Context: an optimization exercise on an open-source flow, tuned for small area. The choices shown serve that exercise and are no tape-out recipe. In this exercise RTL edits were held to simulation tests only and were not proved equivalent to the original. No activity file was given, so power comes from the tool's default toggle rates.

**flow/config.mk**
```make
export PLATFORM = sky130hd
export DESIGN_NAME = pipeCpu
export DESIGN_NICKNAME = pipeCpu
export VERILOG_FILES = /design/flow/design.v
export SDC_FILE = /design/flow/constraint.sdc
export NUM_CORES = 4
export LEC_CHECK = 0
export CAP_MARGIN = 20
export CORE_MARGIN = 2
export CORE_UTILIZATION = 40
export PLACE_DENSITY = 0.6
export SLEW_MARGIN = 20
```
**flow/run.sh**
```bash
#!/bin/bash
# synth_recipe.tcl (not shown) runs the flow's synth.tcl, then flattens the netlist and writes it again
# the make line also repeats each setting of config.mk as NAME=value (left out here)
make -C /OpenROAD-flow-scripts/flow DESIGN_CONFIG=/design/flow/config.mk WORK_HOME=/design/flow/orfs CLKGATE_MAP_FILE= SYNTH_SCRIPT=/design/flow/synth_recipe.tcl finish
```
**flow/design.v**
```verilog
package mipsIsaPkg;
    localparam int WORD_W = 32;
    localparam int REG_W = 5;
    localparam logic [WORD_W-1:0] RESET_PC = '0;
    typedef enum logic [5:0] {
        OP_RTYPE = 6'h00,
        OP_J     = 6'h02,
        OP_BEQ   = 6'h04,
        OP_BNE   = 6'h05,
        OP_ADDIU = 6'h09,
        OP_ORI   = 6'h0d,
        OP_LUI   = 6'h0f,
        OP_LW    = 6'h23,
        OP_SW    = 6'h2b
    } opcodeE;
    typedef enum logic [5:0] {
        FN_ADDU = 6'h21,
        FN_SUBU = 6'h23,
        FN_AND  = 6'h24,
        FN_OR   = 6'h25,
        FN_SLT  = 6'h2a
    } functE;
    typedef struct packed {
        opcodeE           opcode;
        logic [REG_W-1:0] rs;
        logic [REG_W-1:0] rt;
        logic [REG_W-1:0] rd;
        logic [4:0]       shamt;
        functE            funct;
    } instT;
endpackage
package pipeCtrlPkg;
    typedef enum logic [2:0] {
        ALU_ADD,
        ALU_SUB,
        ALU_AND,
        ALU_OR,
        ALU_SLT,
        ALU_LUI
    } aluOpE;
    typedef enum logic [1:0] {
        FWD_NONE,
        FWD_FROM_MEM,
        FWD_FROM_WB
    } fwdSelE;
    typedef struct packed {
        logic              valid;
        logic [31:0] pcPlus4;
        logic [4:0]  rs;
        logic [4:0]  rt;
        logic [31:0] rsData;
        logic [31:0] rtData;
        logic [31:0] imm;
        logic [31:0] jumpTarget;
        aluOpE             aluOp;
        logic              useImm;
        logic              memRead;
        logic              memWrite;
        logic              isBranch;
        logic              branchNe;
        logic              isJump;
        logic [4:0]  writeReg;
        logic              regWrite;
    } decodeT;
    typedef struct packed {
        logic              valid;
        logic [31:0] aluOut;
        logic [31:0] storeData;
        logic [4:0]  writeReg;
        logic              regWrite;
        logic              memRead;
        logic              memWrite;
    } memT;
    typedef struct packed {
        logic              valid;
        logic [31:0] aluOut;
        logic [31:0] loadData;
        logic              memRead;
        logic [4:0]  writeReg;
        logic              regWrite;
    } wbT;
endpackage
`timescale 1ns/1ps
import mipsIsaPkg::*;
module registerFile (
    input  logic                          clk,
    input  logic                          rstN,
    input  logic [mipsIsaPkg::REG_W-1:0]  readReg1,
    input  logic [mipsIsaPkg::REG_W-1:0]  readReg2,
    input  logic [mipsIsaPkg::REG_W-1:0]  writeReg,
    input  logic [mipsIsaPkg::WORD_W-1:0] writeData,
    input  logic                          regWrite,
    output logic [mipsIsaPkg::WORD_W-1:0] readData1,
    output logic [mipsIsaPkg::WORD_W-1:0] readData2
);
    logic [WORD_W-1:0] regs [32];
    always_ff @(posedge clk) begin
        if (regWrite && writeReg != '0) begin
            regs[writeReg] <= writeData;
        end
    end
    function automatic logic [WORD_W-1:0] readPort(logic [REG_W-1:0] idx,
                                                   logic [WORD_W-1:0] stored);
        if (idx == '0) begin
            readPort = '0;
        end else begin
            readPort = (regWrite && writeReg == idx) ? writeData : stored;
        end
    endfunction
    always_comb begin
        readData1 = readPort(readReg1, regs[readReg1]);
    end
    always_comb begin
        readData2 = readPort(readReg2, regs[readReg2]);
    end
endmodule
`timescale 1ns/1ps
import mipsIsaPkg::*;
import pipeCtrlPkg::*;
module instDecode (
    input  logic                          clk,
    input  logic                          rstN,
    input  mipsIsaPkg::instT              inst,
    input  logic [mipsIsaPkg::WORD_W-1:0] pcPlus4,
    input  logic                          stall,
    input  logic                          flush,
    output logic [mipsIsaPkg::REG_W-1:0]  readReg1,
    output logic [mipsIsaPkg::REG_W-1:0]  readReg2,
    input  logic [mipsIsaPkg::WORD_W-1:0] readData1,
    input  logic [mipsIsaPkg::WORD_W-1:0] readData2,
    output logic [mipsIsaPkg::REG_W-1:0]  idRs,
    output logic [mipsIsaPkg::REG_W-1:0]  idRt,
    output logic                          idLoadUse,
    output pipeCtrlPkg::decodeT           decoded
);
    mipsIsaPkg::instT              ifInst;
    logic [WORD_W-1:0] ifPcPlus4;
    logic              ifValid;
    pipeCtrlPkg::decodeT            dec;
    logic              known;
    logic              readsRs;
    logic              readsRt;
    always_ff @(posedge clk or negedge rstN) begin
        if (!rstN) begin
            ifValid   <= 1'b0;
            ifInst    <= '0;
            ifPcPlus4 <= '0;
        end else if (flush) begin
            ifValid <= 1'b0;
        end else if (!stall) begin
            ifValid   <= 1'b1;
            ifInst    <= inst;
            ifPcPlus4 <= pcPlus4;
        end
    end
    assign readReg1 = ifInst.rs;
    assign readReg2 = ifInst.rt;
    always_comb begin
        dec          = '0;
        known        = 1'b1;
        readsRs      = 1'b1;
        readsRt      = 1'b0;
        dec.aluOp    = ALU_ADD;
        dec.writeReg = ifInst.rt;
        dec.imm      = {{(WORD_W-16){ifInst[15]}}, ifInst[15:0]};
        case (ifInst.opcode)
            OP_RTYPE: begin
                readsRt      = 1'b1;
                dec.regWrite = 1'b1;
                dec.writeReg = ifInst.rd;
                case (ifInst.funct)
                    FN_ADDU: dec.aluOp = ALU_ADD;
                    FN_SUBU: dec.aluOp = ALU_SUB;
                    FN_AND:  dec.aluOp = ALU_AND;
                    FN_OR:   dec.aluOp = ALU_OR;
                    FN_SLT:  dec.aluOp = ALU_SLT;
                    default: known = 1'b0;
                endcase
            end
            OP_ADDIU: begin
                dec.useImm   = 1'b1;
                dec.regWrite = 1'b1;
            end
            OP_ORI: begin
                dec.aluOp    = ALU_OR;
                dec.useImm   = 1'b1;
                dec.regWrite = 1'b1;
                dec.imm      = {{(WORD_W-16){1'b0}}, ifInst[15:0]};
            end
            OP_LUI: begin
                readsRs      = 1'b0;
                dec.aluOp    = ALU_LUI;
                dec.useImm   = 1'b1;
                dec.regWrite = 1'b1;
            end
            OP_LW: begin
                dec.useImm   = 1'b1;
                dec.memRead  = 1'b1;
                dec.regWrite = 1'b1;
            end
            OP_SW: begin
                readsRt      = 1'b1;
                dec.useImm   = 1'b1;
                dec.memWrite = 1'b1;
            end
            OP_BEQ, OP_BNE: begin
                readsRt      = 1'b1;
                dec.isBranch = 1'b1;
                dec.branchNe = (ifInst.opcode == OP_BNE);
            end
            OP_J: begin
                readsRs    = 1'b0;
                dec.isJump = 1'b1;
            end
            default: known = 1'b0;
        endcase
        idRs = (ifValid && known && readsRs) ? ifInst.rs : '0;
        idRt = (ifValid && known && readsRt) ? ifInst.rt : '0;
        dec.valid      = ifValid && known;
        dec.regWrite   = dec.regWrite && (dec.writeReg != '0);
        dec.pcPlus4    = ifPcPlus4;
        dec.rs         = idRs;
        dec.rt         = idRt;
        dec.rsData     = readData1;
        dec.rtData     = readData2;
        dec.jumpTarget = {ifPcPlus4[WORD_W-1:28], ifInst[25:0], 2'b00};
        if (!dec.valid) begin
            dec = '0;
        end
    end
    always_ff @(posedge clk or negedge rstN) begin
        if (!rstN) begin
            decoded <= '0;
        end else if (stall || flush) begin
            decoded <= '0;
        end else begin
            decoded <= dec;
        end
    end
    assign idLoadUse = decoded.valid && decoded.memRead;
endmodule
`timescale 1ns/1ps
import mipsIsaPkg::*;
import pipeCtrlPkg::*;
module hazardUnit (
    input  pipeCtrlPkg::decodeT          decoded,
    input  logic [mipsIsaPkg::REG_W-1:0] idRs,
    input  logic [mipsIsaPkg::REG_W-1:0] idRt,
    input  pipeCtrlPkg::memT             memStage,
    input  pipeCtrlPkg::wbT              wbStage,
    output pipeCtrlPkg::fwdSelE          rsSel,
    output pipeCtrlPkg::fwdSelE          rtSel,
    output logic                         stall
);
    logic loadInEx;
    function automatic pipeCtrlPkg::fwdSelE pickSource(logic [REG_W-1:0] src, pipeCtrlPkg::memT m, pipeCtrlPkg::wbT w);
        pipeCtrlPkg::fwdSelE sel;
        sel = FWD_NONE;
        if (src != '0 && w.valid && w.regWrite && w.writeReg == src) begin
            sel = FWD_FROM_WB;
        end
        if (src != '0 && m.valid && m.regWrite && m.writeReg == src) begin
            sel = FWD_FROM_MEM;
        end
        pickSource = sel;
    endfunction
    assign rsSel = pickSource(decoded.rs, memStage, wbStage);
    assign rtSel = pickSource(decoded.rt, memStage, wbStage);
    assign loadInEx = decoded.valid && decoded.memRead && decoded.regWrite;
    assign stall = loadInEx && decoded.writeReg != '0
                   && (decoded.writeReg == idRs || decoded.writeReg == idRt);
endmodule
`timescale 1ns/1ps
import mipsIsaPkg::*;
import pipeCtrlPkg::*;
module execute (
    input  logic                          clk,
    input  logic                          rstN,
    input  pipeCtrlPkg::decodeT           decoded,
    input  pipeCtrlPkg::fwdSelE           rsSel,
    input  pipeCtrlPkg::fwdSelE           rtSel,
    input  logic [mipsIsaPkg::WORD_W-1:0] memFwd,
    input  logic [mipsIsaPkg::WORD_W-1:0] wbFwd,
    output logic                          taken,
    output logic [mipsIsaPkg::WORD_W-1:0] target,
    output pipeCtrlPkg::memT              memStage
);
    logic [WORD_W-1:0] rsVal;
    logic [WORD_W-1:0] rtVal;
    logic [WORD_W-1:0] opB;
    logic [WORD_W-1:0] aluOut;
    logic              equal;
    function automatic logic [WORD_W-1:0] pickOperand(pipeCtrlPkg::fwdSelE sel,
                                                      logic [WORD_W-1:0] regVal,
                                                      logic [WORD_W-1:0] memVal,
                                                      logic [WORD_W-1:0] wbVal);
        case (sel)
            FWD_FROM_MEM: pickOperand = memVal;
            FWD_FROM_WB:  pickOperand = wbVal;
            default:      pickOperand = regVal;
        endcase
    endfunction
    assign rsVal = pickOperand(rsSel, decoded.rsData, memFwd, wbFwd);
    assign rtVal = pickOperand(rtSel, decoded.rtData, memFwd, wbFwd);
    assign opB   = decoded.useImm ? decoded.imm : rtVal;
    always_comb begin
        case (decoded.aluOp)
            ALU_SUB: aluOut = rsVal - opB;
            ALU_AND: aluOut = rsVal & opB;
            ALU_OR:  aluOut = rsVal | opB;
            ALU_SLT: aluOut = {{(WORD_W-1){1'b0}}, $signed(rsVal) < $signed(opB)};
            ALU_LUI: aluOut = {opB[15:0], {(WORD_W-16){1'b0}}};
            default: aluOut = rsVal + opB;
        endcase
    end
    assign equal  = (rsVal == rtVal);
    assign taken  = decoded.valid
                    && (decoded.isJump || (decoded.isBranch && (equal ^ decoded.branchNe)));
    assign target = decoded.isJump ? decoded.jumpTarget
                    : decoded.pcPlus4 + {decoded.imm[WORD_W-3:0], 2'b00};
    always_ff @(posedge clk or negedge rstN) begin
        if (!rstN) begin
            memStage <= '0;
        end else begin
            memStage.valid     <= decoded.valid;
            memStage.aluOut    <= aluOut;
            memStage.storeData <= rtVal;
            memStage.writeReg  <= decoded.writeReg;
            memStage.regWrite  <= decoded.valid && decoded.regWrite;
            memStage.memRead   <= decoded.valid && decoded.memRead;
            memStage.memWrite  <= decoded.valid && decoded.memWrite;
        end
    end
endmodule
`timescale 1ns/1ps
import pipeCtrlPkg::*;
module resultStage (
    input  logic                          clk,
    input  logic                          rstN,
    input  pipeCtrlPkg::memT              memStage,
    input  logic [mipsIsaPkg::WORD_W-1:0] readMemData,
    output logic [mipsIsaPkg::REG_W-1:0]  writeReg,
    output logic [mipsIsaPkg::WORD_W-1:0] writeData,
    output logic                          regWrite
);
    pipeCtrlPkg::wbT wbStage;
    always_ff @(posedge clk or negedge rstN) begin
        if (!rstN) begin
            wbStage <= '0;
        end else begin
            wbStage.valid    <= memStage.valid;
            wbStage.aluOut   <= memStage.aluOut;
            wbStage.loadData <= readMemData;
            wbStage.memRead  <= memStage.memRead;
            wbStage.writeReg <= memStage.writeReg;
            wbStage.regWrite <= memStage.regWrite;
        end
    end
    assign writeData = wbStage.memRead ? wbStage.loadData : wbStage.aluOut;
    assign writeReg  = wbStage.writeReg;
    assign regWrite  = wbStage.valid && wbStage.regWrite;
endmodule
`timescale 1ns/1ps
import mipsIsaPkg::*;
import pipeCtrlPkg::*;
module pipeCpu (
    input  logic                          clk,
    input  logic                          rstN,
    output logic [mipsIsaPkg::WORD_W-1:0] pc,
    input  logic [mipsIsaPkg::WORD_W-1:0] inst,
    output logic [mipsIsaPkg::WORD_W-1:0] dataAddress,
    output logic [mipsIsaPkg::WORD_W-1:0] writeMemData,
    output logic                          memRead,
    output logic                          memWrite,
    input  logic [mipsIsaPkg::WORD_W-1:0] readMemData
);
    logic [WORD_W-1:0] pcPlus4;
    logic [WORD_W-1:0] target;
    logic              taken;
    logic              stall;
    logic [REG_W-1:0]  readReg1;
    logic [REG_W-1:0]  readReg2;
    logic [WORD_W-1:0] readData1;
    logic [WORD_W-1:0] readData2;
    logic [REG_W-1:0]  idRs;
    logic [REG_W-1:0]  idRt;
    logic              idLoadUse;
    pipeCtrlPkg::decodeT            decoded;
    pipeCtrlPkg::fwdSelE            rsSel;
    pipeCtrlPkg::fwdSelE            rtSel;
    pipeCtrlPkg::memT               memStage;
    pipeCtrlPkg::wbT                wbView;
    logic [REG_W-1:0]  wbWriteReg;
    logic [WORD_W-1:0] wbWriteData;
    logic              wbRegWrite;
    assign pcPlus4 = pc + 32'd4;
    always_ff @(posedge clk or negedge rstN) begin
        if (!rstN) begin
            pc <= RESET_PC;
        end else if (taken) begin
            pc <= target;
        end else if (!stall) begin
            pc <= pcPlus4;
        end
    end
    registerFile u_registerFile (
        .clk       (clk),
        .rstN      (rstN),
        .readReg1  (readReg1),
        .readReg2  (readReg2),
        .writeReg  (wbWriteReg),
        .writeData (wbWriteData),
        .regWrite  (wbRegWrite),
        .readData1 (readData1),
        .readData2 (readData2)
    );
    instDecode u_instDecode (
        .clk       (clk),
        .rstN      (rstN),
        .inst      (inst),
        .pcPlus4   (pcPlus4),
        .stall     (stall),
        .flush     (taken),
        .readReg1  (readReg1),
        .readReg2  (readReg2),
        .readData1 (readData1),
        .readData2 (readData2),
        .idRs      (idRs),
        .idRt      (idRt),
        .idLoadUse (idLoadUse),
        .decoded   (decoded)
    );
    assign wbView.valid    = wbRegWrite;
    assign wbView.aluOut   = wbWriteData;
    assign wbView.loadData = wbWriteData;
    assign wbView.memRead  = 1'b0;
    assign wbView.writeReg = wbWriteReg;
    assign wbView.regWrite = wbRegWrite;
    hazardUnit u_hazardUnit (
        .decoded  (decoded),
        .idRs     (idRs),
        .idRt     (idRt),
        .memStage (memStage),
        .wbStage  (wbView),
        .rsSel    (rsSel),
        .rtSel    (rtSel),
        .stall    (stall)
    );
    execute u_execute (
        .clk      (clk),
        .rstN     (rstN),
        .decoded  (decoded),
        .rsSel    (rsSel),
        .rtSel    (rtSel),
        .memFwd   (memStage.aluOut),
        .wbFwd    (wbWriteData),
        .taken    (taken),
        .target   (target),
        .memStage (memStage)
    );
    assign dataAddress  = memStage.aluOut;
    assign writeMemData = memStage.storeData;
    assign memRead      = memStage.memRead;
    assign memWrite     = memStage.memWrite;
    resultStage u_resultStage (
        .clk         (clk),
        .rstN        (rstN),
        .memStage    (memStage),
        .readMemData (readMemData),
        .writeReg    (wbWriteReg),
        .writeData   (wbWriteData),
        .regWrite    (wbRegWrite)
    );
endmodule
```
**flow/constraint.sdc**
```tcl
create_clock -name core_clock -period 10.0 [get_ports {clk}]
set_input_delay 2.0000 -clock core_clock [delete_from_list [all_inputs] [get_ports {clk}]]
set_output_delay 2.0000 -clock core_clock [all_outputs]
set_load 0.01 [all_outputs]
```
==> qor.csv <==
metric,value,unit
status,timing/DRC/antenna clean,
"Setup violations, final",0,
clk root buf,clkbuf_16,
final instance area,80400,um2
I/O Pins,164,
clk latency of the worst-skew pair,0.82,ns
critical path cell sequence,xor2_1 -> a221oi_4 -> and4_2 -> buf_4 -> mux2i_1 -> o21ai_0 -> mux2_2 -> inv_1 -> ha_1 -> o21ai_0 -> a21oi_1 -> o2111ai_1 -> nand2_1 -> o311ai_0 -> nand2_1 -> a211oi_1 -> a2111oi_1 -> o41ai_1 -> nor4_1 -> o31a_1 -> o22a_1,
Ys Warns,6,
Clock transition at path regs,0.06,ns
flop2flop setup slack,2.93,ns
crit path capture type,register,
hold-critical path depth,0,
drt drc,0,
relative slew slack,27.7,%
period utilisation layout,70.7,%
simple-gate share of the synthesized area,6.06,%
Post-synth ARST share,27.6,%
post-synth top area share,42.9,%
Syn Inst Count,4815,
Layout area overhead,12.2,%
metal2 WL,105,mm
crit path max-delay cell type,o311ai_0,
RSZ-0062 raised after global routing,no,
GRT overflow,0,
Area after DPL,75600,um2
Least-Margin Pin Slew,1.07,ns
post-cts hold buffer count,0,
cts bufs inserted,152,
M1 wire length,90.4,mm
post-cts sizing count,0,
top post-synthesis cells by area,"edfxtp_1 43%, mux4_2 19%, dfrtp_1 14%",
post-route clock skew,0.0330,ns
Synth Register Bits,1415,
XOR/XNOR share of the synthesized area,1.91,%
top layer reached by signal wires,met4,
crit path DAT,7.77,ns
"most common cell after layout, fill and taps aside",edfxtp_1,
leakage power,28.3,nW
H-tree depth,4,
number of port buffers,163,
worst reg2reg endpoint,u_execute.memStage[65]$_DFF_PN0_,
Initial Util,40.2,%
wire length per cell,30.3,um
Place WS,3.10,ns
Post-synth EDFFs,1024,
Setup Buffers After CTS,0,
maxcap violations,0,
TritonRoute pass-1 iters,5,
Compound-Gate Fraction of Synth Area,7.56,%
delay of the slowest cell on the worst path,0.60,ns
GP Congestion,0.919,
buffer levels on the longest clock path,3,
crit path buf inv count,2,
adder-cell share of the synthesized area,2.16,%
Tot GR Track Use,24.2,%
overall power,13.4,mW
Routed WL,222,mm
Synth Flop Type,edfxtp_1,
layout cells sized above 1,21.6,%
# fillers,15531,
"Avg Cell Area, Syn",14.9,um2
Via density,6.20,
Final Hold Viols,0,
DP Wirelength,135,mm
Reg2Reg Depth,21,
Peak VDD IR,0.187,mV
initial antenna violation count,4,
Final #Nets,5048,
Crit path max-delay family,compound AO/OA/AOI/OAI gates,
die outline height,427,um
"Cell Area, Synth",71600,um2
detailed-route via count,45509,
Setup TNS,0,ns
met3 WL,19.6,mm
CTS tree,built,
clk sinks,1415,
drt initial violations,5899,
Pwr Density,167,nW/um2
"Seq/Total Area, Yosys",56.6,%
mux contribution to synthesized area,22.5,%
vias in the first global route,44924,
worst path setup slack after routing,2.93,ns
largest net degree at the start of global routing,139,
CP required,10.70,ns
Final Non-Filler Cells,7338,
Hold Path Origin,u_execute.memStage[72]$_DFF_PN0_,
first-pass GRT wire length,320,mm
leading area contributor after synthesis,edfxtp_1,
Row Count,155,
kind of critical path,reg -> reg,
final worst path period need,7.07,ns
"Distinct cells, synth",91,
DRT antenna net count,0,
FMAX,0.141,GHz
most frequent cells in the layout,"1,024 x edfxtp_1, 596 x mux4_2, 379 x dfrtp_1, 321 x nand2_1, 243 x o21ai_0",
"Max FO, Critical Path",33,
Hold Path Class,reg -> reg,
placed cell count,7059,
WHS Endpoint,u_resultStage.wbStage[71]$_DFF_PN0_,
largest family of logic cells by synthesized area,multiplexers,
Worst R2R Start,u_resultStage.wbStage[1]$_DFF_PN0_,
Slew Limit Fails,0,
CORE AREA,178000,um2
die width,427,um
crit start category,register,
Die ar.,182000,um2
==> where the power goes <==
group | switching, mW | internal, mW | leakage (nW)
combinational | 0.788 | 0.557 | 11.4
sequential | 0.132 | 6.46 | 14.6
clock | 2.41 | 3.05 | 2.34
==> Yosys cell counts (all sizes together), types with 7 or more instances <==
| cell type | count |
|---|---|
| nand3 | 39 |
| edfxtp | 1024 |
| or2 | 11 |
| o21bai | 14 |
| a221o | 27 |
| mux2 | 82 |
| a311oi | 11 |
| nand4 | 18 |
| dfrtp | 391 |
| clkbuf | 222 |
| nor2b | 56 |
| ha | 122 |
| mux4 | 596 |
| xor2 | 58 |
| a22oi | 32 |
| o211ai | 7 |
| nor4 | 18 |
| nand2b | 20 |
| nor3 | 97 |
| a211oi | 73 |
| inv | 117 |
| a31oi | 29 |
| o22a | 14 |
| mux2i | 174 |
| buf | 180 |
| nor2 | 184 |
| o21ai | 244 |
| and3 | 33 |
| a21oi | 178 |
| xnor2 | 97 |
| o32ai | 7 |
| o21a | 26 |
| a21boi | 9 |
| o221ai | 30 |
| o31ai | 14 |
| o22ai | 38 |
| a21o | 24 |
| or3 | 17 |
| nand2 | 321 |
| and2 | 73 |
| or4 | 7 |
| a221oi | 10 |
==> worst max path at each step <==
stage / start / to / slack, ns / cells after the start
floorplan: u_instDecode.decoded[145]$_DFF_PN0_ / u_execute.memStage[65]$_DFF_PN0_ / 4.18 / 23
global placement: u_resultStage.wbStage[1]$_DFF_PN0_ / u_execute.memStage[68]$_DFF_PN0_ / 3.26 / 22
detailed placement: u_resultStage.wbStage[1]$_DFF_PN0_ / u_execute.memStage[65]$_DFF_PN0_ / 3.10 / 21
CTS: u_resultStage.wbStage[1]$_DFF_PN0_ / u_execute.memStage[65]$_DFF_PN0_ / 3.10 / 21
global route: u_resultStage.wbStage[1]$_DFF_PN0_ / u_execute.memStage[68]$_DFF_PN0_ / 2.44 / 22
finish: u_resultStage.wbStage[1]$_DFF_PN0_ / u_execute.memStage[65]$_DFF_PN0_ / 2.93 / 21
==> cells by family after synthesis <==
logic type / Yosys count
compound gates: 836
xor+xnor: 155
fa+ha+maj: 123
buf+inv: 522
flops: 1415
mux: 852
other cells: 1
simple gates: 911
==> final cells by class <==
cell class                 count  area [um2]  share of cell area [%]
antenna                        2        5.00                 0.00623
clock buffer                 198        4120                    5.12
clock inverter                78         647                   0.805
inverter                     120         454                   0.565
multi-input combinational   2909       29200                    36.3
sequential                  1415       40600                    50.5
tap                         2355        2950                    3.67
timing repair buffer         261        2450                    3.05
==> registers in the layout, indices dropped and copies added, names as in the netlist <==
| signal | count |
|---|---|
| u_instDecode.ifValid | 1 |
| u_instDecode.decoded | 149 |
| u_instDecode.ifPcPlus4 | 32 |
| u_registerFile.regs | 1024 |
| u_resultStage.wbStage | 72 |
| pc | 32 |
| u_execute.memStage | 73 |
| u_instDecode.ifInst | 32 |
==> layer usage <==
layer,GRT usage (%),up-vias
met4,7.80,0
met1,33.6,23782
met3,4.49,407
met2,38.5,2330
li1,-,18990
met5,0,-
==> per-stage QoR <==
step / hold slack (ns) / util, %
after floorplan: 0.366 / -
after global placement: 0.387 / 42.4
after detailed placement: 0.384 / 42.4
after CTS: 0.397 / 45.1
after global routing: 0.401 / 45.1
final: 0.396 / 45.1

static timing again, ports no longer ideal:
The flow's constraints put no driver on any port. The routed layout listed below was extracted and timed again, unchanged, in two steps. Step 1: set_driving_cell puts a clkbuf_16 on clk and a buf_2 on each other input, an assumption about the parent block. Step 2 also shifts input and output timing later by t, the mid clock arrival at the registers, as if the neighbouring blocks saw the same clock. a / b / c = ideal / step 1 / step 2; a / b = the first two.
t (ns): 0.877
setup WS [ns]: 2.925 / 2.925 / 2.925
hold slack, ns: 0.396 / 0.396 / 0.396
worst setup path at the end: register to register
worst slew at a driven data input, ns: 0.08
After both steps this run still meets setup and hold. For this run, drivers alone change the setup slack by 0.000 ns; drivers and shift together by 0.000 ns.
